Source: an optimization exercise on an open RTL-to-GDS flow (aim: small area and a short achievable clock period). Production flows keep margins and buffers that such runs may drop.
Where RTL was checked, it was by simulation tests only, not by an equivalence proof against the original.
Only the layout flow was run in run 1; the RTL was not checked for function there.
Power is estimated from default activity; no workload was simulated.

==> design.v <==
module mem_map_ctrl #(
  parameter logic [15:0] RAM_BASE  = 16'h0200,
  parameter int unsigned RAM_WORDS = 256,
  parameter logic [15:0] ROM_BASE  = 16'hC000,
  parameter logic [3:0]  RAM_WS    = 4'd0,
  parameter logic [3:0]  ROM_WS    = 4'd1
) (
  input  logic        clk,
  input  logic        rst_n,
  input  logic        req,
  input  logic [15:0] MAB_in,
  input  logic [15:0] MDB_in,
  input  logic        MW,
  input  logic        BW,
  output logic [15:0] MDB_out,
  output logic        rdy,
  output logic        fault,
  output logic [15:0] fault_addr,
  output logic [15:0] rom_addr,
  input  logic [15:0] rom_data
);
  logic [15:0] mem [256];
  logic        ram_q, rom1_q, rom2_q;
  logic        free;
  logic [15:0] sa_q, sb_q;       
  logic [7:0]  wlo_q, whi_q;
  logic        bw_q, lane_q;
  logic        rd_q;             
  logic        wl_q, wh_q;       
  logic        pl_q, ph_q;       
  logic        rdy_q, fault_q;
  logic [15:0] mdb_out_q;
  logic [15:0] fault_addr_q;
  logic [12:0] rom_addr_q;
  logic ram_hit, rom_hit, misal, f_any, ok_ram, ok_rom, accept;
  always_comb begin
    ram_hit = (MAB_in[15:9] == 7'b0000001);
    rom_hit = MAB_in[15] & MAB_in[14];
    misal   = !BW & MAB_in[0];
    f_any   = !(ram_hit | rom_hit) | misal | (rom_hit & MW);
    ok_ram  = ram_hit & !misal;
    ok_rom  = rom_hit & !misal & !MW;
    free    = !(ram_q | rom1_q | rom2_q);
    accept  = free & req;
  end
  logic [15:0] src, rd_val;
  always_ff @(posedge clk) begin
    if (!rst_n) begin
      ram_q        <= 1'b0;
      rom1_q       <= 1'b0;
      rom2_q       <= 1'b0;
      rd_q         <= 1'b0;
      wl_q         <= 1'b0;
      wh_q         <= 1'b0;
      rdy_q        <= 1'b0;
      fault_q      <= 1'b0;
      mdb_out_q    <= 16'h0000;
      fault_addr_q <= 16'h0000;
      rom_addr_q   <= 13'h0000;
    end else begin
      ram_q   <= accept & ok_ram;
      rom1_q  <= accept & ok_rom;
      rom2_q  <= rom1_q;
      rd_q    <= accept & ok_ram & !MW;
      wl_q    <= accept & ok_ram & MW & !(BW & MAB_in[0]);
      wh_q    <= accept & ok_ram & MW & !(BW & !MAB_in[0]);
      rdy_q   <= (accept & f_any) | ram_q | rom2_q;
      fault_q <= accept & f_any;
      if (accept & f_any) fault_addr_q <= MAB_in;
      if (accept & ok_rom) rom_addr_q <= MAB_in[13:1];
      if (rd_q | rom2_q) mdb_out_q <= rd_val;
    end
  end
  always_ff @(posedge clk) begin
    pl_q <= wl_q & rst_n;
    ph_q <= wh_q & rst_n;
  end
  always_ff @(posedge clk) begin
    if (free) begin
      for (int i = 0; i < 16; i++) begin
        sa_q[i] <= (MAB_in[8:5] == 4'(i));
        sb_q[i] <= (MAB_in[4:1] == 4'(i));
      end
      wlo_q  <= MDB_in[7:0];
      whi_q  <= BW ? MDB_in[7:0] : MDB_in[15:8];
      bw_q   <= BW;
      lane_q <= MAB_in[0];
    end
  end
  logic [15:0] pa_lo, pa_hi, npa_lo, npa_hi, nsb;
  always_comb begin
    pa_lo  = sa_q & {16{pl_q}};
    pa_hi  = sa_q & {16{ph_q}};
    npa_lo = ~pa_lo;
    npa_hi = ~pa_hi;
    nsb    = ~sb_q;
  end
  logic [15:0]  mem_n [256];
  logic [255:0] ns;              
  for (genvar r = 0; r < 256; r++) begin : g_row
    logic we_lo, nwe_lo, we_hi, nwe_hi;
    mm_sel u_sel (.a(sa_q[r/16]), .b(sb_q[r%16]), .y(ns[r]));
    mm_wen u_lo (.p(pa_lo[r/16]), .np(npa_lo[r/16]), .s(sb_q[r%16]), .ns(nsb[r%16]),
                 .we(we_lo), .nwe(nwe_lo));
    mm_wen u_hi (.p(pa_hi[r/16]), .np(npa_hi[r/16]), .s(sb_q[r%16]), .ns(nsb[r%16]),
                 .we(we_hi), .nwe(nwe_hi));
    for (genvar b = 0; b < 16; b++) begin : g_bit
      if (b < 8) begin : g_lo
        mm_ld u (.q(mem[r][b]), .d(wlo_q[b]), .we(we_lo), .nwe(nwe_lo), .n(mem_n[r][b]));
      end else begin : g_hi
        mm_ld u (.q(mem[r][b]), .d(whi_q[b-8]), .we(we_hi), .nwe(nwe_hi), .n(mem_n[r][b]));
      end
    end
  end
  always_ff @(posedge clk) begin
    for (int r = 0; r < 256; r++) mem[r] <= mem_n[r];
  end
  logic [15:0] ram_nword;
  for (genvar b = 0; b < 16; b++) begin : g_rd
    logic [127:0] y;
    logic [63:0]  z;
    logic [15:0]  w;
    logic [3:0]   v;
    for (genvar p = 0; p < 128; p++) begin : g_y
      mm_o22i u (.a0(mem[2*p][b]), .b0(ns[2*p]), .a1(mem[2*p+1][b]), .b1(ns[2*p+1]), .y(y[p]));
    end
    for (genvar q = 0; q < 64; q++) begin : g_z
      mm_nor2 u (.a(y[2*q]), .b(y[2*q+1]), .y(z[q]));
    end
    for (genvar k = 0; k < 16; k++) begin : g_w
      mm_nand4 u (.a(z[4*k]), .b(z[4*k+1]), .c(z[4*k+2]), .d(z[4*k+3]), .y(w[k]));
    end
    for (genvar m = 0; m < 4; m++) begin : g_v
      mm_nor4 u (.a(w[4*m]), .b(w[4*m+1]), .c(w[4*m+2]), .d(w[4*m+3]), .y(v[m]));
    end
    mm_nand4 u_n (.a(v[0]), .b(v[1]), .c(v[2]), .d(v[3]), .y(ram_nword[b]));
  end
  always_comb begin
    src    = rom2_q ? rom_data : ~ram_nword;
    rd_val = bw_q ? {8'h00, lane_q ? src[15:8] : src[7:0]} : src;
  end
  assign MDB_out    = mdb_out_q;
  assign rdy        = rdy_q;
  assign fault      = fault_q;
  assign fault_addr = fault_addr_q;
  assign rom_addr   = {3'b000, rom_addr_q};
endmodule
module mm_ld (input logic q, d, we, nwe, output logic n);
  assign n = (q & nwe) | (d & we);
endmodule
module mm_wen (input logic p, np, s, ns, output logic we, nwe);
  assign we  = ~(np | ns);
  assign nwe = ~(p & s);
endmodule
module mm_sel (input logic a, b, output logic y);
  assign y = ~(a & b);
endmodule
module mm_o22i (input logic a0, b0, a1, b1, output logic y);
  assign y = ~((a0 | b0) & (a1 | b1));
endmodule
module mm_nor2 (input logic a, b, output logic y);
  assign y = ~(a | b);
endmodule
module mm_nor4 (input logic a, b, c, d, output logic y);
  assign y = ~(a | b | c | d);
endmodule
module mm_nand4 (input logic a, b, c, d, output logic y);
  assign y = ~(a & b & c & d);
endmodule
==> run.sh <==
#!/bin/bash
# synth_recipe.tcl (not shown) runs the flow's synth.tcl, then flattens the netlist and writes it again
# the make line also repeats each setting of config.mk as NAME=value (left out here)
make -C /OpenROAD-flow-scripts/flow DESIGN_CONFIG=/design/flow/config.mk WORK_HOME=/design/flow/orfs CLKGATE_MAP_FILE= SYNTH_SCRIPT=/design/flow/synth_recipe.tcl finish
==> config.mk <==
export PLATFORM = sky130hd
export DESIGN_NAME = mem_map_ctrl
export DESIGN_NICKNAME = mem_map_ctrl
export VERILOG_FILES = /design/flow/design.v
export SDC_FILE = /design/flow/constraint.sdc
export NUM_CORES = 4
export LEC_CHECK = 0
export CAP_MARGIN = 20
export CORE_MARGIN = 2
export CORE_UTILIZATION = 65
export CTS_CLUSTER_DIAMETER = 80
export CTS_CLUSTER_SIZE = 30
export PLACE_DENSITY = 0.72
export SETUP_SLACK_MARGIN = 2.0
export SLEW_MARGIN = 20
export SYNTH_HIERARCHICAL = 1
export TNS_END_PERCENT = 20
==> constraint.sdc <==
create_clock -name core_clock -period 5.5 [get_ports {clk}]
set_input_delay 1.1000 -clock core_clock [delete_from_list [all_inputs] [get_ports {clk}]]
set_output_delay 1.1000 -clock core_clock [all_outputs]
set_load 0.01 [all_outputs]
==> results of run 1 <==
[sequential cells by signal, summed over array words and instances (netlist names)]
signal	cells
mdb_out_q	16
fault_q	1
wlo_q	8
pl_q	1
rom2_q	1
sb_q	16
whi_q	8
bw_q	1
wl_q	1
lane_q	1
wh_q	1
rom1_q	1
ram_q	1
ph_q	1
rom_addr_q	13
sa_q	16
rd_q	1
rdy_q	1
mem	4096
fault_addr_q	16
[through the flow]
stage | setup WS [ns] | hold slack [ns] | total power (W) | instances | instance area (µm²)
finish | 1.83 | 0.453 | 0.0499 | 16903 | 160000
global route | 1.86 | 0.474 | 0.0507 | 16890 | 160000
CTS | 1.97 | 0.452 | 0.0494 | 16863 | 159000
detailed placement | 1.32 | 0.426 | 0.0346 | 16587 | 153000
global placement | 0.992 | 0.414 | 0.0346 | 16582 | 153000
floorplan | 0.823 | 0.412 | 0.0324 | 13330 | 146000
[cell usage after synthesis, drive strengths merged, types with 13 or more instances]
| master | count |
|---|---|
| mux2i | 39 |
| nor4 | 70 |
| clkbuf | 19 |
| a22o | 4096 |
| nor3 | 14 |
| mux2 | 13 |
| inv | 54 |
| dfxtp | 4151 |
| nor2b | 22 |
| o22ai | 2053 |
| nor2 | 1557 |
| nand2 | 843 |
| nand4 | 272 |
| edfxtp | 50 |
| buf | 14 |
[per-module statistics from Yosys, one instance, submodules excluded]
module / flops+latches / area [µm²] / copies in the design
mm_wen: 0 / 7.51 / 512
mem_map_ctrl: 4201 / 86600 / 1
mm_nand4: 0 / 6.26 / 272
mm_o22i: 0 / 6.26 / 2048
mm_ld: 0 / 8.76 / 4096
mm_sel: 0 / 3.75 / 256
mm_nor2: 0 / 3.75 / 1024
mm_nor4: 0 / 12.5 / 64
[report_power, final]
part,leakage [nW],internal [W],switching (W)
combinational,26.4,0.000734,0.00310
clock,2.35,0.00597,0.00952
sequential,34.0,0.0305,0.0000527
[cells in the final DEF (no fill, tap or decap), types with 4 or more instances in the layout]
| cell | synthesis | final |
|---|---|---|
| dfxtp_1 | 4151 | 4149 |
| a22o_1 | 4096 | 4096 |
| o22ai_1 | 2053 | 2053 |
| nor2_1 | 1557 | 1551 |
| nand2_1 | 843 | 605 |
| nand4_1 | 272 | 272 |
| nand2_2 | 0 | 204 |
| buf_4 | 7 | 195 |
| clkbuf_16 | 0 | 172 |
| clkdlybuf4s50_1 | 0 | 98 |
| buf_12 | 0 | 60 |
| edfxtp_1 | 50 | 50 |
| mux2i_1 | 39 | 39 |
| inv_1 | 54 | 37 |
| nor4_2 | 64 | 37 |
| nand2_4 | 0 | 33 |
| nor4_4 | 1 | 28 |
| clkinv_2 | 0 | 25 |
| nor2b_1 | 22 | 22 |
| clkbuf_1 | 19 | 22 |
| diode_2 | 0 | 18 |
| mux2_2 | 13 | 13 |
| nor3_1 | 14 | 12 |
| nand2b_1 | 11 | 11 |
| inv_6 | 0 | 9 |
| a21oi_1 | 8 | 8 |
| clkinvlp_4 | 0 | 7 |
| and2_1 | 6 | 6 |
| a21boi_0 | 6 | 6 |
| o21ai_0 | 6 | 6 |
| nor2_2 | 0 | 6 |
| nor4_1 | 5 | 5 |
| a22oi_1 | 5 | 5 |
| nand3b_1 | 4 | 4 |
| clkbuf_8 | 0 | 4 |
[logic make-up after synthesis]
| kind of cell | count (synthesis) |
|---|---|
| multiplexers | 52 |
| other | 1 |
| buffers and inverters | 88 |
| flip-flops | 4201 |
| AO/OA/AOI/OAI | 6182 |
| AND/OR/NAND/NOR | 2804 |
[metal layers]
layer	up-vias	wire length (µm)	GRT usage, %	share of wire [%]
met5	-	85	0	0.015
met4	12	54300	36.7	9.7
met3	2576	74800	13.3	13
met2	9848	229000	66.6	41
met1	63261	203000	59.3	36
li1	54802	-	-	-
[critical path: cells and delay by family (launching register included)]
| kind | cells | cell delay, ns |
|---|---|---|
| DFF | 1 | 0.41 |
| AOI/OAI and AO/OA | 4 | 0.79 |
| buffers and inverters | 3 | 0.62 |
| and+or+nand+nor | 5 | 1.77 |
[timing repair]
item,4_1_cts,5_1_grt
hold endpoints to repair,0,0
setup buffers,41,21
endpoints found under the setup margin,116,159
gates resized for setup,170,135
pin swaps,6,18
[worst max-delay path by stage]
stage,end
after global routing,mdb_out_q[3]
after detailed placement,mdb_out_q[4]
after floorplan,mem[0][0]
after CTS,mdb_out_q[4]
final,mdb_out_q[3]
after global placement,mdb_out_q[4]
[layout make-up]
cell class / count / area [µm²] / area share [%]
Clock inverter: 37 / 364 / 0.228
Tap cell: 2992 / 3740 / 2.34
Inverter: 55 / 230 / 0.144
Sequential cell: 4201 / 84600 / 53.0
Clock buffer: 198 / 4440 / 2.78
Multi-Input combinational cell: 9041 / 62500 / 39.1
Antenna cell: 18 / 45.0 / 0.0282
Timing Repair Buffer: 361 / 3770 / 2.36
==> flow_summary.yaml, run 1 <==
status:
  status: "no timing/DRC/antenna violations"
synth:
  yosys_register_bits: 4201
  avgSynthCellArea_um2: 11.0
  synthXorXnorAreaFrac_pct: 0
  synth_compound_area_share_pct: 33.4
  yosysUniqueCellTypes: 39
  netlist.area_leader.share_pct: 56.8
  syn_inst: 13328
  synth_seq_area_share_pct: 57.8
  synth_warnings: 10
  synth_top_family_by_area: "compound AO/OA/AOI/OAI gates"
  synthSimpleGateAreaFrac_pct: 8.16
  asyncSetResetFlopFracSynth_pct: 0
  synth_edf_count: 50
  synth.area.top_cells: "dfxtp_1 57%, a22o_1 25%, o22ai_1 8.8%"
  synth_top_cell_by_area: "dfxtp_1"
  synth_ff_type: "dfxtp_1"
  synth_fa_ha_area_share_pct: 0
  muxShareOfSynthArea_pct: 0.367
  syn_area_um2: 146000
critical_path:
  path_cells: "buf_4, buf_4, nand2_2, o22ai_1, nor2_2, nand4_1, nor4_2, buf_4, nand4_1, a21oi_1, o221ai_1, a21boi_0"
  cp.arrival_ns: 4.49
  rrSetupSlack_ns: 1.83
  required_ns: 6.31
  r2r_start: "sb_q[11]"
  startpoint: "sb_q[11]"
  endpoint_kind: "flip-flop"
  cp_max_fo: 16
  path_common_cell: "buf_4"
  startpoint_type: "flip-flop"
  r2r_end: "mdb_out_q[3]"
  cpPeakStageDelay_ns: 0.54
  r2r_cells: 12
  path_class: "reg -> reg"
  crit_slowest_cell: "nand4_1"
floorplanning:
  core_area_um2: 224000
  io_pins: 103
  dieArea_um2: 229000
  die_y_um: 479
  start_util_pct: 65.2
  num_rows: 174
  die_w_um: 479
layout:
  nets: 13878
  num-fill-cells: 16431
  drive_gt1_share_pct: 5.91
  syn_to_final_growth_pct: 9.07
  post-route-util_pct: 71.1
placed_design:
  dpl.hpwl_mm: 362
  io_buffers: 99
  gp_congestion: 1.03
timing:
  hold_viol: 0
  slew_violations: 0
  worstMarginPinSlew_ns: 1.34
  finClkSkew_ns: 0.0397
  period_needed_ns: 3.67
  rsz0062_at_grt: "true"
  setup_violations: 0
  setup_tns_ns: 0
  min_period_over_period_pct: 66.8
  slew_headroom_pct: 10.5
  max_freq_mhz: 272
min_path:
  min_to: "pl_q"
  hold_start: "wl_q"
  holdPathStages: 1
  hp-class: "reg -> reg"
detailed_routing:
  wl_per_cell_um: 33.2
  vias: 130499
  drc_errors: 0
  ant_nets: 0
  firstDrtPassIters: 12
  via_per_inst: 7.72
  wirelength_mm: 560
  first_iter_violations: 19783
clock_tree:
  clockBufferDepth: 3
  cts_max_level: 4
  cts.sinks: 4201
  clkTransAtPathRegs_ns: 0.11
  numCtsBuffers: 165
  clk_latency_ns: 0.89
  holdBufCountCts: 0
  cts_tree: "done"
  cts_root_buf: "clkbuf_16"
global_route:
  grt_max_degree: 147
  grt.overflow.total: 0
  grt_first_pass_wirelength_mm: 814
  grt.total_usage_pct: 46.6
  grt_pass1_vias: 123516
  antenna_found_initial: 23
pwr:
  p_leak_nw: 62.7
  p_per_area_nw_per_um2: 312
  ir_worst_vdd_uv: 337
flow_run:
  cap_violations: 0
==> run 2, diff against run 1 <==
--- a/design.v
+++ b/design.v
@@ -24,3 +24,4 @@
   logic        free;
-  logic [15:0] sa_q, sb_q;       
+  logic [15:0] nsa_q, nsb_q;     
+  logic [15:0] ra_q, rb_q;       
   logic [7:0]  wlo_q, whi_q;
@@ -28,2 +29,3 @@
   logic        rd_q;             
+  logic        nll_q, nhl_q, nhh_q;   
   logic        wl_q, wh_q;       
@@ -45,3 +47,2 @@
   end
-  logic [15:0] src, rd_val;
   always_ff @(posedge clk) begin
@@ -52,2 +53,5 @@
       rd_q         <= 1'b0;
+      nll_q        <= 1'b1;
+      nhl_q        <= 1'b1;
+      nhh_q        <= 1'b1;
       wl_q         <= 1'b0;
@@ -56,3 +60,2 @@
       fault_q      <= 1'b0;
-      mdb_out_q    <= 16'h0000;
       fault_addr_q <= 16'h0000;
@@ -64,2 +67,5 @@
       rd_q    <= accept & ok_ram & !MW;
+      nll_q   <= !(accept & ok_ram & !MW & !(BW & MAB_in[0]));
+      nhl_q   <= !(accept & ok_ram & !MW & BW & MAB_in[0]);
+      nhh_q   <= !(accept & ok_ram & !MW & !BW);
       wl_q    <= accept & ok_ram & MW & !(BW & MAB_in[0]);
@@ -70,5 +76,5 @@
       if (accept & ok_rom) rom_addr_q <= MAB_in[13:1];
-      if (rd_q | rom2_q) mdb_out_q <= rd_val;
     end
   end
+  always_ff @(posedge clk) mdb_out_q <= mdb_n;
   always_ff @(posedge clk) begin
@@ -80,4 +86,6 @@
       for (int i = 0; i < 16; i++) begin
-        sa_q[i] <= (MAB_in[8:5] == 4'(i));
-        sb_q[i] <= (MAB_in[4:1] == 4'(i));
+        nsa_q[i] <= (MAB_in[8:5] != 4'(i));
+        nsb_q[i] <= (MAB_in[4:1] != 4'(i));
+        ra_q[i] <= (MAB_in[8:5] == 4'(i));
+        rb_q[i] <= (MAB_in[4:1] == 4'(i));
       end
@@ -89,9 +97,9 @@
   end
-  logic [15:0] pa_lo, pa_hi, npa_lo, npa_hi, nsb;
+  logic [15:0] pa_lo, pa_hi, npa_lo, npa_hi, sb;
   always_comb begin
-    pa_lo  = sa_q & {16{pl_q}};
-    pa_hi  = sa_q & {16{ph_q}};
+    pa_lo  = ~nsa_q & {16{pl_q}};
+    pa_hi  = ~nsa_q & {16{ph_q}};
     npa_lo = ~pa_lo;
     npa_hi = ~pa_hi;
-    nsb    = ~sb_q;
+    sb     = ~nsb_q;
   end
@@ -101,6 +109,6 @@
     logic we_lo, nwe_lo, we_hi, nwe_hi;
-    mm_sel u_sel (.a(sa_q[r/16]), .b(sb_q[r%16]), .y(ns[r]));
-    mm_wen u_lo (.p(pa_lo[r/16]), .np(npa_lo[r/16]), .s(sb_q[r%16]), .ns(nsb[r%16]),
+    mm_sel u_sel (.a(ra_q[r/16]), .b(rb_q[r%16]), .y(ns[r]));
+    mm_wen u_lo (.p(pa_lo[r/16]), .np(npa_lo[r/16]), .s(sb[r%16]), .ns(nsb_q[r%16]),
                  .we(we_lo), .nwe(nwe_lo));
-    mm_wen u_hi (.p(pa_hi[r/16]), .np(npa_hi[r/16]), .s(sb_q[r%16]), .ns(nsb[r%16]),
+    mm_wen u_hi (.p(pa_hi[r/16]), .np(npa_hi[r/16]), .s(sb[r%16]), .ns(nsb_q[r%16]),
                  .we(we_hi), .nwe(nwe_hi));
@@ -137,5 +145,18 @@
   end
+  logic [15:0] mdb_n, oth;
+  logic [15:0] rom_v;
+  logic        nll, nhl, nhh;
   always_comb begin
-    src    = rom2_q ? rom_data : ~ram_nword;
-    rd_val = bw_q ? {8'h00, lane_q ? src[15:8] : src[7:0]} : src;
+    rom_v = bw_q ? {8'h00, lane_q ? rom_data[15:8] : rom_data[7:0]} : rom_data;
+    for (int b = 0; b < 16; b++)
+      oth[b] = rst_n & (rom2_q ? rom_v[b] : (rd_q ? 1'b0 : mdb_out_q[b]));
+    nll = nll_q | !rst_n;
+    nhl = nhl_q | !rst_n;
+    nhh = nhh_q | !rst_n;
+  end
+  for (genvar b = 0; b < 8; b++) begin : g_mlo
+    mm_mlo u (.nw0(ram_nword[b]), .nw1(ram_nword[b+8]), .n0(nll), .n1(nhl), .o(oth[b]), .y(mdb_n[b]));
+  end
+  for (genvar b = 8; b < 16; b++) begin : g_mhi
+    mm_mhi u (.nw(ram_nword[b]), .n(nhh), .o(oth[b]), .y(mdb_n[b]));
   end
@@ -169 +190,7 @@
 endmodule
+module mm_mlo (input logic nw0, nw1, n0, n1, o, output logic y);
+  assign y = ~((n0 | nw0) & (n1 | nw1)) | o;
+endmodule
+module mm_mhi (input logic nw, n, o, output logic y);
+  assign y = ~(n | nw) | o;
+endmodule
--- a/config.mk
+++ b/config.mk
@@ -13,5 +13,4 @@
 export PLACE_DENSITY = 0.72
-export SETUP_SLACK_MARGIN = 2.0
+export SETUP_SLACK_MARGIN = 2.8
 export SLEW_MARGIN = 20
 export SYNTH_HIERARCHICAL = 1
-export TNS_END_PERCENT = 20
==> flow_summary.yaml, run 2 <==
synth:
  synth_warnings: 10
  synth_top_cell_by_area: "dfxtp_1"
  asyncSetResetFlopFracSynth_pct: 0
  netlist.area_leader.share_pct: 56.4
  syn_inst: 13383
  synth_ff_type: "dfxtp_1"
  avgSynthCellArea_um2: 11.0
  yosys_register_bits: 4236
  syn_area_um2: 148000
  yosysUniqueCellTypes: 39
  synth_seq_area_share_pct: 58.0
  synth_edf_count: 82
  synth.area.top_cells: "dfxtp_1 56%, a22o_1 24%, o22ai_1 8.7%"
  synth_commonest_cells: "4,154 x dfxtp_1, 4,096 x a22o_1, 2,048 x o22ai_1, 1,544 x nor2_1, 824 x nand2_1"
  post-synth-top-count-cell: "dfxtp_1"
pwr:
  ir_worst_vdd_uv: 359
  p_leak_nw: 65.1
  pwr-share-clk_pct: 31.1
  switching_share_pct: 25.8
  p_seq_share_pct: 60.9
  power_frac_comb_pct: 8.0
  p_int_w: 0.0376
  p_per_area_nw_per_um2: 307
  p_sw_w: 0.0131
placed_design:
  dp.cells: 16640
  gp_congestion: 1.07
  io_buffers: 99
  dpl.hpwl_mm: 378
layout:
  multi_input_area_um2: 64900
  layout_commonest_cell: "dfxtp_1"
  regMostFlops: "mem"
  final_cell_mix: "4,136 x dfxtp_1, 4,096 x a22o_1, 2,023 x o22ai_1"
  post-route-util_pct: 73.1
  stdcell_count: 17147
  nets: 14082
  largest_register_ffs: 4096
  syn_to_final_growth_pct: 11.6
  regArea_um2: 85700
  drive_gt1_share_pct: 8.07
  num-fill-cells: 15780
timing:
  slew_headroom_pct: 5.05
  worstMarginPinSlew_ns: 1.42
  period_needed_ns: 3.49
  max_freq_mhz: 287
  rsz0062_at_grt: "true"
  setup_tns_ns: 0
  finClkSkew_ns: 0.0321
  hold_viol: 0
  min_period_over_period_pct: 63.4
  slew_violations: 0
  setup_violations: 0
  hold_slack_ns: 0.457
global_route:
  grt_use_met1_pct: 60.8
  busiest_layer: "met2"
  grt_max_degree: 154
  grt_first_pass_wirelength_mm: 862
  grt_pass1_vias: 126224
  antenna_found_initial: 41
  use_met2_pct: 70.6
  grt.overflow.total: 0
  grt.total_usage_pct: 50.1
  met3_usage_pct: 16.9
clock_tree:
  clkTransAtPathRegs_ns: 0.12
  clk_latency_ns: 0.90
  cts.sinks: 4236
  cts_max_level: 4
  cts_tree: "done"
  clockBufferDepth: 3
  cts_root_buf: "clkbuf_16"
  numCtsBuffers: 165
floorplanning:
  io_pins: 103
  dieArea_um2: 231000
  start_util_pct: 65.5
  num_rows: 174
  core_area_um2: 225000
  die_w_um: 480
  die_y_um: 480
min_path:
  hold_start: "wl_q"
  hp-class: "reg -> reg"
critical_path:
  startpoint: "ra_q[11]"
  crit_slowest_cell: "nor4_4"
  path_cells: "buf_6, buf_6, nand2_8, buf_4, o22ai_1, nor2_2, nand4_1, nor4_4, nand4_1, o221ai_2"
  cp_max_fo: 7
  cpPeakStageDelay_ns: 0.94
  path_class: "reg -> reg"
  endpoint_kind: "flip-flop"
  r2r_start: "ra_q[11]"
  required_ns: 6.30
  cp.arrival_ns: 4.29
  startpoint_type: "flip-flop"
detailed_routing:
  wirelength_mm: 607
  via_per_inst: 7.92
  vias: 135886
  ant_nets: 0
  firstDrtPassIters: 9
  drc_errors: 0
  wl_per_cell_um: 35.4
  first_iter_violations: 21581
flow_run:
  cap_violations: 0
status:
  status: "no timing/DRC/antenna violations"
[run 2: changes by cell type in the layout (fill, tap and decap cells not counted), moves of 47 or more]
cell             previous run  this run
clkdlybuf4s50_1            98        51
buf_4                     195       255
nand2_4                    33        89
nand2_8                     1        87
nor2_1                   1551      1443
nor2_2                      6        97
nand2_2                   204       103
[run 2: worst paths after layout]
check	end	slack, ns	depth (start not counted)
worst max-delay path	mdb_out_q[5]	2.01	10
worst min-delay path	pl_q	0.46	1
worst max register to register	mdb_out_q[5]	2.01	10
worst min register to register	pl_q	0.46	1
[run 2: power groups by stage]
| stage | clock (W) | combinational, W | sequential (W) |
|---|---|---|---|
| floorplan | 0 | 0.000713 | 0.0320 |
| detailed placement | 0 | 0.00324 | 0.0316 |
| CTS | 0.0155 | 0.00363 | 0.0309 |
| global placement | 0 | 0.00315 | 0.0316 |
| global route | 0.0166 | 0.00385 | 0.0309 |
| finish | 0.0157 | 0.00405 | 0.0309 |
[run 2: logic make-up (layout without fill, tap and decap cells)]
group / count (synthesis) / after routing / share of synthesized area, %
buffers and inverters: 112 / 811 / 0.304
other: 1 / 49 / 0.00254
AOI/OAI and AO/OA: 6193 / 6193 / 33.3
and+or+nand+nor: 2810 / 2835 / 8.18
muxes: 31 / 31 / 0.223
DFF: 4236 / 4236 / 58.0
[run 2: worst max-delay path, delay by kind of cell, from the launching register on]
family / cells / cell delay [ns]
buffers and inverters: 3 / 0.48
AND/OR/NAND/NOR: 5 / 2.14
flip-flops: 1 / 0.42
AO/OA/AOI/OAI: 2 / 0.34
[run 2: stage by stage]
| step | total power [W] | cell area (µm²) | setup slack (ns) |
|---|---|---|---|
| detailed placement | 0.0348 | 154000 | 1.00 |
| global placement | 0.0348 | 154000 | 0.715 |
| floorplan | 0.0327 | 148000 | 0.823 |
| finish | 0.0506 | 165000 | 2.01 |
| CTS | 0.0500 | 163000 | 2.51 |
| global route | 0.0513 | 165000 | 2.25 |
[run 2: repair_timing]
item	in CTS	in global routing
pin swaps	176	81
endpoints found under the setup margin	2225	790
hold buffers	0	0
setup buffers	122	60
gates resized for setup	695	135
gates cloned	21	9
[run 2: area by class of cell]
cell class,count,area share [%]
Sequential cell,4236,52.0
Timing Repair Buffer,473,3.04
Antenna cell,46,0.0699
Inverter,91,0.258
Clock inverter,35,0.234
Clock buffer,212,2.71
Multi-Input combinational cell,9062,39.4
Tap cell,2992,2.27
[run 2: layer usage]
| metal | share of wire [%] | vias to the layer above |
|---|---|---|
| met5 | 0.066 | - |
| met2 | 41 | 11878 |
| met3 | 15 | 3258 |
| li1 | - | 55429 |
| met1 | 34 | 65294 |
| met4 | 11 | 27 |
[run 2: per-module statistics from Yosys (local to each module, per instance)]
module,flip-flops and latches,times used,area (µm²),cells
mm_sel,0,256,3.75,1
mm_wen,0,512,7.51,2
mem_map_ctrl,4236,1,87500,4575
mm_o22i,0,2048,6.26,1
mm_mlo,0,8,18.8,2
mm_mhi,0,8,7.51,1
mm_ld,0,4096,8.76,1
mm_nor4,0,64,12.5,1
mm_nand4,0,272,6.26,1
mm_nor2,0,1024,3.75,1
==> run 3, diff against run 2 <==
--- a/design.v
+++ b/design.v
@@ -29,3 +29,3 @@
   logic        rd_q;             
-  logic        nll_q, nhl_q, nhh_q;   
+  logic        sll_q, shl_q, shh_q;   
   logic        wl_q, wh_q;       
@@ -53,5 +53,5 @@
       rd_q         <= 1'b0;
-      nll_q        <= 1'b1;
-      nhl_q        <= 1'b1;
-      nhh_q        <= 1'b1;
+      sll_q        <= 1'b0;
+      shl_q        <= 1'b0;
+      shh_q        <= 1'b0;
       wl_q         <= 1'b0;
@@ -67,5 +67,5 @@
       rd_q    <= accept & ok_ram & !MW;
-      nll_q   <= !(accept & ok_ram & !MW & !(BW & MAB_in[0]));
-      nhl_q   <= !(accept & ok_ram & !MW & BW & MAB_in[0]);
-      nhh_q   <= !(accept & ok_ram & !MW & !BW);
+      sll_q   <= accept & ok_ram & !MW & !(BW & MAB_in[0]);
+      shl_q   <= accept & ok_ram & !MW & BW & MAB_in[0];
+      shh_q   <= accept & ok_ram & !MW & !BW;
       wl_q    <= accept & ok_ram & MW & !(BW & MAB_in[0]);
@@ -88,4 +88,2 @@
         nsb_q[i] <= (MAB_in[4:1] != 4'(i));
-        ra_q[i] <= (MAB_in[8:5] == 4'(i));
-        rb_q[i] <= (MAB_in[4:1] == 4'(i));
       end
@@ -95,2 +93,8 @@
       lane_q <= MAB_in[0];
+    end
+  end
+  always_ff @(posedge clk) begin
+    for (int i = 0; i < 16; i++) begin
+      ra_q[i] <= (MAB_in[8:5] == 4'(i));
+      rb_q[i] <= (MAB_in[4:1] == 4'(i));
     end
@@ -125,21 +129,33 @@
   end
-  logic [15:0] ram_nword;
+  logic [15:0] ram_word;
   for (genvar b = 0; b < 16; b++) begin : g_rd
-    logic [127:0] y;
-    logic [63:0]  z;
-    logic [15:0]  w;
-    logic [3:0]   v;
-    for (genvar p = 0; p < 128; p++) begin : g_y
-      mm_o22i u (.a0(mem[2*p][b]), .b0(ns[2*p]), .a1(mem[2*p+1][b]), .b1(ns[2*p+1]), .y(y[p]));
-    end
-    for (genvar q = 0; q < 64; q++) begin : g_z
-      mm_nor2 u (.a(y[2*q]), .b(y[2*q+1]), .y(z[q]));
-    end
-    for (genvar k = 0; k < 16; k++) begin : g_w
-      mm_nand4 u (.a(z[4*k]), .b(z[4*k+1]), .c(z[4*k+2]), .d(z[4*k+3]), .y(w[k]));
-    end
-    for (genvar m = 0; m < 4; m++) begin : g_v
-      mm_nor4 u (.a(w[4*m]), .b(w[4*m+1]), .c(w[4*m+2]), .d(w[4*m+3]), .y(v[m]));
-    end
-    mm_nand4 u_n (.a(v[0]), .b(v[1]), .c(v[2]), .d(v[3]), .y(ram_nword[b]));
+    logic [127:0] y1;
+    logic [63:0]  y2;
+    logic [31:0]  y3;
+    logic [15:0]  y4;
+    logic [7:0]   y5;
+    logic [3:0]   y6;
+    logic [1:0]   y7;
+    for (genvar p = 0; p < 128; p++) begin : g_1
+      mm_o22i u (.a0(mem[2*p][b]), .b0(ns[2*p]), .a1(mem[2*p+1][b]), .b1(ns[2*p+1]), .y(y1[p]));
+    end
+    for (genvar i = 0; i < 64; i++) begin : g_2
+      mm_nor2 u (.a(y1[2*i]), .b(y1[2*i+1]), .y(y2[i]));
+    end
+    for (genvar i = 0; i < 32; i++) begin : g_3
+      mm_nand2 u (.a(y2[2*i]), .b(y2[2*i+1]), .y(y3[i]));
+    end
+    for (genvar i = 0; i < 16; i++) begin : g_4
+      mm_nor2 u (.a(y3[2*i]), .b(y3[2*i+1]), .y(y4[i]));
+    end
+    for (genvar i = 0; i < 8; i++) begin : g_5
+      mm_nand2 u (.a(y4[2*i]), .b(y4[2*i+1]), .y(y5[i]));
+    end
+    for (genvar i = 0; i < 4; i++) begin : g_6
+      mm_nor2 u (.a(y5[2*i]), .b(y5[2*i+1]), .y(y6[i]));
+    end
+    for (genvar i = 0; i < 2; i++) begin : g_7
+      mm_nand2 u (.a(y6[2*i]), .b(y6[2*i+1]), .y(y7[i]));
+    end
+    mm_nor2 u_8 (.a(y7[0]), .b(y7[1]), .y(ram_word[b]));
   end
@@ -147,3 +163,3 @@
   logic [15:0] rom_v;
-  logic        nll, nhl, nhh;
+  logic        sll, shl, shh;
   always_comb begin
@@ -152,11 +168,11 @@
       oth[b] = rst_n & (rom2_q ? rom_v[b] : (rd_q ? 1'b0 : mdb_out_q[b]));
-    nll = nll_q | !rst_n;
-    nhl = nhl_q | !rst_n;
-    nhh = nhh_q | !rst_n;
+    sll = sll_q & rst_n;
+    shl = shl_q & rst_n;
+    shh = shh_q & rst_n;
   end
   for (genvar b = 0; b < 8; b++) begin : g_mlo
-    mm_mlo u (.nw0(ram_nword[b]), .nw1(ram_nword[b+8]), .n0(nll), .n1(nhl), .o(oth[b]), .y(mdb_n[b]));
+    mm_mlo u (.w0(ram_word[b]), .w1(ram_word[b+8]), .s0(sll), .s1(shl), .o(oth[b]), .y(mdb_n[b]));
   end
   for (genvar b = 8; b < 16; b++) begin : g_mhi
-    mm_mhi u (.nw(ram_nword[b]), .n(nhh), .o(oth[b]), .y(mdb_n[b]));
+    mm_mhi u (.w(ram_word[b]), .s(shh), .o(oth[b]), .y(mdb_n[b]));
   end
@@ -184,13 +200,10 @@
 endmodule
-module mm_nor4 (input logic a, b, c, d, output logic y);
-  assign y = ~(a | b | c | d);
-endmodule
-module mm_nand4 (input logic a, b, c, d, output logic y);
-  assign y = ~(a & b & c & d);
-endmodule
-module mm_mlo (input logic nw0, nw1, n0, n1, o, output logic y);
-  assign y = ~((n0 | nw0) & (n1 | nw1)) | o;
-endmodule
-module mm_mhi (input logic nw, n, o, output logic y);
-  assign y = ~(n | nw) | o;
-endmodule
+module mm_nand2 (input logic a, b, output logic y);
+  assign y = ~(a & b);
+endmodule
+module mm_mlo (input logic w0, w1, s0, s1, o, output logic y);
+  assign y = (s0 & w0) | (s1 & w1) | o;
+endmodule
+module mm_mhi (input logic w, s, o, output logic y);
+  assign y = (s & w) | o;
+endmodule
--- a/config.mk
+++ b/config.mk
@@ -13,3 +13,3 @@
 export PLACE_DENSITY = 0.72
-export SETUP_SLACK_MARGIN = 2.8
+export SETUP_SLACK_MARGIN = 3.0
 export SLEW_MARGIN = 20
==> flow_summary.yaml, run 3 <==
floorplanning:
  start_util_pct: 65.4
  io_pins: 103
  core_area_um2: 227000
  die_y_um: 482
  dieArea_um2: 232000
  die_w_um: 482
  num_rows: 175
timing:
  rsz0062_at_grt: "true"
  hold_viol: 0
  worstMarginPinSlew_ns: 1.39
  max_freq_mhz: 376
  setup_tns_ns: 0
  hold_slack_ns: 0.459
  setup_violations: 0
  finClkSkew_ns: 0.0555
  setup_ws_ns: 2.84
  slew_headroom_pct: 7.22
  slew_violations: 0
  period_needed_ns: 2.66
  min_period_over_period_pct: 48.3
pwr:
  p_seq_share_pct: 62.7
  switching_share_pct: 24.2
  p_sw_w: 0.0119
  p_per_area_nw_per_um2: 299
  p_int_w: 0.0373
  ir_worst_vdd_uv: 347
  power_frac_comb_pct: 5.4
  pwr-share-clk_pct: 32.0
  p_leak_nw: 69.0
layout:
  regMostFlops: "mem"
  drive_gt1_share_pct: 7.90
  syn_to_final_growth_pct: 10.7
  final_cell_mix: "4,107 x dfxtp_1, 4,096 x a22o_1, 2,044 x o22ai_1"
  nets: 14636
  num-fill-cells: 16325
  post-route-util_pct: 72.3
  layout_commonest_cell: "dfxtp_1"
  largest_register_ffs: 4096
global_route:
  grt_max_degree: 155
  grt.overflow.total: 0
  grt_pass1_vias: 126023
  antenna_found_initial: 34
  grt_first_pass_wirelength_mm: 827
  grt.total_usage_pct: 47.1
placed_design:
  pre_cts_slack_ns: 1.77
  dpl.hpwl_mm: 355
  io_buffers: 99
  gp_congestion: 1.03
synth:
  yosysUniqueCellTypes: 35
  syn_inst: 14052
  synth_seq_area_share_pct: 57.4
  synth_ff_type: "dfxtp_1"
  synth_warnings: 10
  synth.area.top_cells: "dfxtp_1 56%, a22o_1 24%, o22ai_1 8.6%"
  syn_area_um2: 149000
  synth_edf_count: 50
  yosys_register_bits: 4236
  synth_top_cell_by_area: "dfxtp_1"
  netlist.area_leader.share_pct: 56.4
  post-synth-top-count-cell: "dfxtp_1"
  avgSynthCellArea_um2: 10.6
  asyncSetResetFlopFracSynth_pct: 0
  synth_commonest_cells: "4,186 x dfxtp_1, 4,096 x a22o_1, 2,049 x o22ai_1, 1,879 x nor2_1, 1,493 x nand2_1"
clock_tree:
  clockBufferDepth: 3
  numCtsBuffers: 166
  clk_latency_ns: 0.92
  cts_tree: "done"
  cts_max_level: 4
  clkTransAtPathRegs_ns: 0.11
  cts_root_buf: "clkbuf_16"
  cts.sinks: 4236
  holdBufCountCts: 0
critical_path:
  required_ns: 6.36
  cp_max_fo: 16
  path_class: "reg -> reg"
  path_common_cell: "nor2_1"
  endpoint_kind: "flip-flop"
  cp.arrival_ns: 3.52
  path_cells: "buf_16, nand2_4, o22ai_1, nor2_1, nand2_1, nor2_1, nand2_1, nor2_4, nand2_2, nor2_1, a221o_1"
  startpoint_type: "flip-flop"
  crit_slowest_cell: "dfxtp_4"
  cpPeakStageDelay_ns: 0.48
detailed_routing:
  firstDrtPassIters: 7
  ant_nets: 0
  wirelength_mm: 576
  via_per_inst: 7.61
  first_iter_violations: 20714
  drc_errors: 0
  wl_per_cell_um: 32.6
  vias: 134584
min_path:
  hp-class: "reg -> reg"
status:
  status: "no timing/DRC/antenna violations"
flow_run:
  cap_violations: 0
==> run 3: path summary, 6_finish.rpt <==
check | startpoint | to | slack, ns | cells past startpoint
max reg2reg | rb_q[12] | mdb_out_q[0] | 2.84 | 11
min reg2reg | wh_q | ph_q | 0.46 | 1
max | rb_q[12] | mdb_out_q[0] | 2.84 | 11
min | wh_q | ph_q | 0.46 | 1
==> run 3: layout make-up <==
type / instances / area [µm²] / area share [%]
antenna: 34 / 85.1 / 0.0518
clock buffer: 195 / 4430 / 2.70
inverter: 84 / 455 / 0.277
sequential: 4236 / 85500 / 52.0
tap: 3009 / 3760 / 2.29
multi-input combinational: 9706 / 65500 / 39.8
timing repair buffer: 389 / 4200 / 2.56
clock inverter: 38 / 442 / 0.269
==> run 3: kinds of logic after synthesis <==
kind of cell	count (synthesis)	share of synthesized area (%)
multiplexers	44	0.309
buffers and inverters	112	0.308
AO/OA/AOI/OAI	6179	33.0
flip-flops	4236	57.4
AND/OR/NAND/NOR	3480	8.99
other	1	0.00252
==> run 3: per-layer routing <==
layer	vias up	part of all wire, %	GRT usage (%)
met5	-	0.043	0
met4	36	8.7	35.7
met3	2547	14	14.7
met2	10560	41	67.0
met1	65052	36	59.9
li1	56389	-	-
==> run 3: power by group through the flow <==
stage | clock network [W] | registers, W | logic (W)
6_report | 0.0157 | 0.0308 | 0.00264
5_1_grt | 0.0167 | 0.0308 | 0.00254
4_1_cts | 0.0156 | 0.0308 | 0.00232
3_5_place_dp | 0 | 0.0316 | 0.00217
3_3_place_gp | 0 | 0.0316 | 0.00214
2_1_floorplan | 0 | 0.0319 | 0.000391
==> run 3: worst max-delay path, delay by kind of cell (launching register included) <==
| kind | cells | cell delay [ns] |
|---|---|---|
| simple gates | 8 | 1.56 |
| flops | 1 | 0.48 |
| compound gates | 2 | 0.31 |
| buf+inv | 1 | 0.24 |
==> run 3: Yosys stat by module, one instance, submodules excluded <==
| module | copies in the design | area (µm²) | flops+latches | cells inside |
|---|---|---|---|---|
| mem_map_ctrl | 1 | 87300 | 4236 | 4580 |
| mm_ld | 4096 | 8.76 | 0 | 1 |
| mm_mhi | 8 | 7.51 | 0 | 1 |
| mm_mlo | 8 | 10.0 | 0 | 1 |
| mm_nand2 | 672 | 3.75 | 0 | 1 |
| mm_nor2 | 1360 | 3.75 | 0 | 1 |
| mm_o22i | 2048 | 6.26 | 0 | 1 |
| mm_sel | 256 | 3.75 | 0 | 1 |
| mm_wen | 512 | 7.51 | 0 | 2 |
==> run 3: timing repair <==
action / 4_1_cts / 5_1_grt
pin swaps: 9 / 30
cloned: 1 / 5
endpoints found under the hold margin: 0 / 0
setup endpoints to repair: 3745 / 805
gates resized for setup: 890 / 245
setup buffers: 80 / 58
==> run 3: per-stage QoR <==
stage	area (µm²)	instances	power, W
2_1_floorplan	149000	14054	0.0323
3_3_place_gp	155000	17277	0.0337
3_5_place_dp	155000	17279	0.0337
4_1_cts	163000	17593	0.0488
5_1_grt	164000	17663	0.0500
6_report	164000	17691	0.0492

==> re-timing with driven ports <==
In the flow no input, the clock included, has a driving cell. The finished layouts below were timed again as built, in two steps.
Step 1 assumes that a clkbuf_16 drives the clock port and a buf_2 every other input.
Step 2, shift: input delay + t, output delay - t, t = (earliest + latest rising clock arrival at the registers) / 2. This alone moves slack from input paths to output paths.
a / b / c = ideal / step 1 / step 2; a / b = the first two.
run | t, ns | setup WS [ns] | slew at the worst register clock pin (ns) | worst data-port slew with drivers (ns) | pins driven straight from the clock port
run 1 | 0.979 | 1.828 / 1.828 / 1.595 | 0.12 / 0.12 | 0.20 | 1
run 2 | 1.000 | 2.011 / 2.011 / 1.785 | 0.12 / 0.12 | 0.39 | 1
run 3 | 0.996 | 2.843 / 2.768 / 2.037 | 0.12 / 0.12 | 0.22 | 1
After both steps every run listed still meets setup and hold. For run 3, which loses most, drivers alone change the setup slack by -0.075 ns; drivers and shift together by -0.806 ns.
